What follows belongs to an exercise in optimizing a design on an open flow for small area and a short achievable clock period; a production flow would make more cautious choices. The RTL was checked by simulation tests, not by an equivalence proof against the original design. Power is estimated from default activity; no workload was simulated.

// vector_sequencer
module vector_sequencer (
  input  logic                clk_i,
  input  logic                rst_ni,
  input  logic [22:0]         req_i,
  input  logic                req_valid_i,
  output logic                req_ready_o,
  output logic                resp_o,
  output logic                resp_valid_o,
  output logic                idle_o,
  output logic [32:0]         unit_req_o,
  output logic                unit_req_valid_o,
  input  logic                unit_req_ready_i,
  input  logic [31:0]         unit_done_i,
  input  logic                addrgen_ack_i,
  input  logic                addrgen_error_i
);
==> flow/config.mk <==
export PLATFORM = sky130hd
export DESIGN_NAME = vector_sequencer
export DESIGN_NICKNAME = vector_sequencer
export VERILOG_FILES = /design/flow/design.v
export SDC_FILE = /design/flow/constraint.sdc
export NUM_CORES = 4
export LEC_CHECK = 0
export CAP_MARGIN = 20
export CORE_MARGIN = 2
export CORE_UTILIZATION = 65
export CTS_CLUSTER_DIAMETER = 300
export CTS_CLUSTER_SIZE = 25
export SETUP_SLACK_MARGIN = 2.7
export SLEW_MARGIN = 20
export SYNTH_HIERARCHICAL = 1
export SYNTH_MINIMUM_KEEP_SIZE = 0
==> flow/constraint.sdc <==
create_clock -name core_clock -period 5.0 [get_ports {clk_i}]
set_input_delay 1.0000 -clock core_clock [delete_from_list [all_inputs] [get_ports {clk_i}]]
set_output_delay 1.0000 -clock core_clock [all_outputs]
set_load 0.01 [all_outputs]
standard.sh (not shown) runs the stock make flow with config.mk's settings and CLKGATE_MAP_FILE= SYNTH_SCRIPT=/design/flow/synth_recipe.tcl, a recipe that flattens the netlist after the stock synthesis.
==> flow/flow/run.sh <==
#!/bin/bash
# Standard layout, with every port buffered by the smallest buffer
# (sky130_fd_sc_hd__buf_1); the resizer still upsizes them where timing needs it.
set -euo pipefail
bash standard.sh "BUFFER_PORTS_ARGS=-buffer_cell sky130_fd_sc_hd__buf_1" finish > standard.log 2>&1
Change:
GPL_TIMING_DRIVEN = 0   (was unset)
SETUP_SLACK_MARGIN = 2.2   (was 2.7)
Final area went down by about 2%.
Register-to-register slack is worse by 0.15 ns.
Worst setup slack is worse by 0.13 ns.
Power hardly moves.
Global-route usage went up by 4.7 points.
Change:
CORE_UTILIZATION = 55   (was 65)
GPL_TIMING_DRIVEN = unset   (was 0)
SETUP_SLACK_MARGIN = 2.3   (was 2.2)
=>
- The new run completed without violations
- register-to-register slack improved by 0.09 ns
- setup slack improved by 0.14 ns
- sequential share of layout area grows by 0.64 points
Change:
CORE_UTILIZATION = 65   (was 55)
SETUP_SLACK_MARGIN = 2.2   (was 2.3)
Effect: The new run ran to the end with no violations; sequential cell count does not change; worst hold slack is about the same; core utilization went up by 9.7 points.

vector_sequencer, a different RTL version from the one above (not shown whole).
Size: about 1100 cells after synthesis, ~99 I/O pins.
export LEC_CHECK = 0
export CAP_MARGIN = 20
export CORE_MARGIN = 2
export CORE_UTILIZATION = 65
export CTS_CLUSTER_DIAMETER = 300
export CTS_CLUSTER_SIZE = 25
export SETUP_SLACK_MARGIN = 2.5
export SLEW_MARGIN = 20
export SYNTH_HIERARCHICAL = 1
export SYNTH_MINIMUM_KEEP_SIZE = 0
create_clock -name core_clock -period 5.0 [get_ports {clk_i}]
Scripts as last shown in full above: flow/flow/run.sh
The starting point completed without violations.
Next try:
Settings changed: PLACE_DENSITY set to 0.8.
Cell count stays flat.
Synthesized area stays the same.
Setup slack improved by 0.020 ns.
Total power stays flat.
Flip-flop and latch count stays the same.
Sequential share of layout area decreases by 0.19 points.
Core utilization goes up by 0.34 points.
Synthesized cell count is unchanged.
Clock-buffer cell count is unchanged.
Design area rises by about 0.47%.
Next try:
Settings changed: ABC_CLOCK_PERIOD_IN_PS set to 3000, PLACE_DENSITY 0.8 to not set.
Result: Non-clock buffer count goes down by 1. Die area does not change. Synthesized cell count stays the same. Fmax shrinks by 0.73%. Total power hardly moves. Wire length went up by 2.4%. Final area falls by 0.46%. Via count goes down by 1.0%.
Next try:
Settings changed: ABC_CLOCK_PERIOD_IN_PS 3000 to not set, CORE_UTILIZATION 65 to 72.
After rerunning: The new run produced a clean layout. Non-clock buffer count went down by 2. Design area is about the same. Via count went up by 1.2%. Global-route usage went up by 2.3 points. Critical path depth stays the same. Wire length went down by 3.5%. Fmax stays flat. Utilization went up by 8.4 points. Die area went down by 9.5%. Count of clock-buffer cells in the layout stays the same. Hold slack improved by 0.0063 ns.

== rev 12 ==
Starting RTL as in the previous note.
clock: 5.0 ns
lec_check: 0
cap_margin: 0
core_margin: 2
core_utilization: 65
cts_cluster_diameter: 300
cts_cluster_size: 25
setup_slack_margin: 2.5
slew_margin: 0
synth_hierarchical: 1
synth_minimum_keep_size: 0
Scripts as last shown in full above: flow/flow/run.sh
The following lists how rev 13 was set up differently from rev 12:
--- a/flow/config.mk
+++ b/flow/config.mk
@@ -8 +8,2 @@
-export CAP_MARGIN = 0
+export ABC_CLOCK_PERIOD_IN_PS = 1500
+export CAP_MARGIN = 20
@@ -14 +15 @@
-export SLEW_MARGIN = 0
+export SLEW_MARGIN = 20
Notes after the runs:
- Rev 13 -> rev 12: ratio of routed vias to standard cells delta 0, exact match
- On endpoint arrival time on the critical path, rev 13 and rev 12 are neck and neck.
- As far as initial cell density of the core goes, rev 12 and rev 13 are indistinguishable; the numbers are identical.
- Reported for rev 13 and rev 12, core occupancy in the finished layout turned out identical to the last digit.
- Rev 12 -> rev 13: summed instance area of the synthesized netlist delta 0, exact match
- In terms of combinational power, rev 13 and rev 12 differ only marginally.
- Diff rev 12 -> rev 13: final cell count has remained practically unchanged, source-to-sink clock delay at the later pin of the worst-skew pair has remained practically unchanged, data-path buffer share of cell area in the final layout has remained practically unchanged.
- Comparing rev 13 against rev 12, there is no change at all in layout filler cell count.
- From rev 13 to rev 12, post-detailed-placement half-perimeter wirelength did not move at all.

Setup of red:
RTL: one of the versions met above, not the one the previous note started from.
Size in the first run: roughly 99 I/O pins, ~12000 sq um of cells after synthesis.
clock: 5.0 ns
lec_check: 0
cap_margin: 20
core_margin: 2
core_utilization: 50
cts_cluster_diameter: 300
cts_cluster_size: 25
setup_slack_margin: 2.3
slew_margin: 20
synth_hierarchical: 1
synth_minimum_keep_size: 0
Scripts as last shown in full above: flow/flow/run.sh
Changes in blue relative to red:
- CORE_UTILIZATION: 50 -> 60
[summary]
Cell type of the slowest stage on the worst timing path: sky130_fd_sc_hd__a211oi_2 -> red, sky130_fd_sc_hd__and4bb_4 -> blue
Diff red -> blue: peak fanout along the critical path now smaller; worst setup slack now larger; sequential share of layout area now larger; die outline area now smaller; insertion delay to the later sink of the worst-skew pair comparable.
| share of total power in combinational logic | blue vs red | 0.5 points lower |

==> what the ideal ports hide <==
In the flow no input, the clock included, has a driving cell. The finished layouts below were timed again as built, in two steps.
Step 1 sets driving cells, clkbuf_16 on the clock port and buf_2 on the other inputs (assumed; they add their load-dependent delay and slew).
Step 2, shift: input delay + t, output delay - t, t = (earliest + latest rising clock arrival at the registers) / 2. This alone moves slack from input paths to output paths.
Three values: ideal, step 1, step 2; two values: the first two.
run | t (ns) | slack for setup (ns) | worst setup path at the end | cell pins on the clock port's net
the first run of note 1 | 0.520 | 2.274 / 2.223 / 1.969 | input to register | 1
the second run of note 1 | 0.527 | 2.147 / 2.099 / 1.715 | input to register | 1
the third run of note 1 | 0.519 | 2.283 / 2.229 / 1.897 | input to register | 1
the fourth run of note 1 | 0.524 | 2.245 / 2.202 / 1.790 | input to register | 1
the first run of note 2 | 0.508 | 2.209 / 2.149 / 1.909 | input to register | 1
the second run of note 2 | 0.512 | 2.229 / 2.180 / 2.001 | input to register | 1
the third run of note 2 | 0.508 | 2.209 / 2.149 / 1.909 | input to register | 1
the fourth run of note 2 | 0.504 | 2.201 / 2.157 / 2.049 | input to register | 1
rev 12 | 0.508 | 2.209 / 2.149 / 1.909 | input to register | 1
rev 13 | 0.508 | 2.209 / 2.149 / 1.909 | input to register | 1
red | 0.517 | 2.216 / 2.166 / 1.885 | input to register | 1
blue | 0.512 | 2.286 / 2.217 / 1.884 | input to register | 1
After both steps setup and hold are still met in every run listed. For the fourth run of note 1, which loses most, drivers alone change the setup slack by -0.043 ns; drivers and shift together by -0.455 ns.
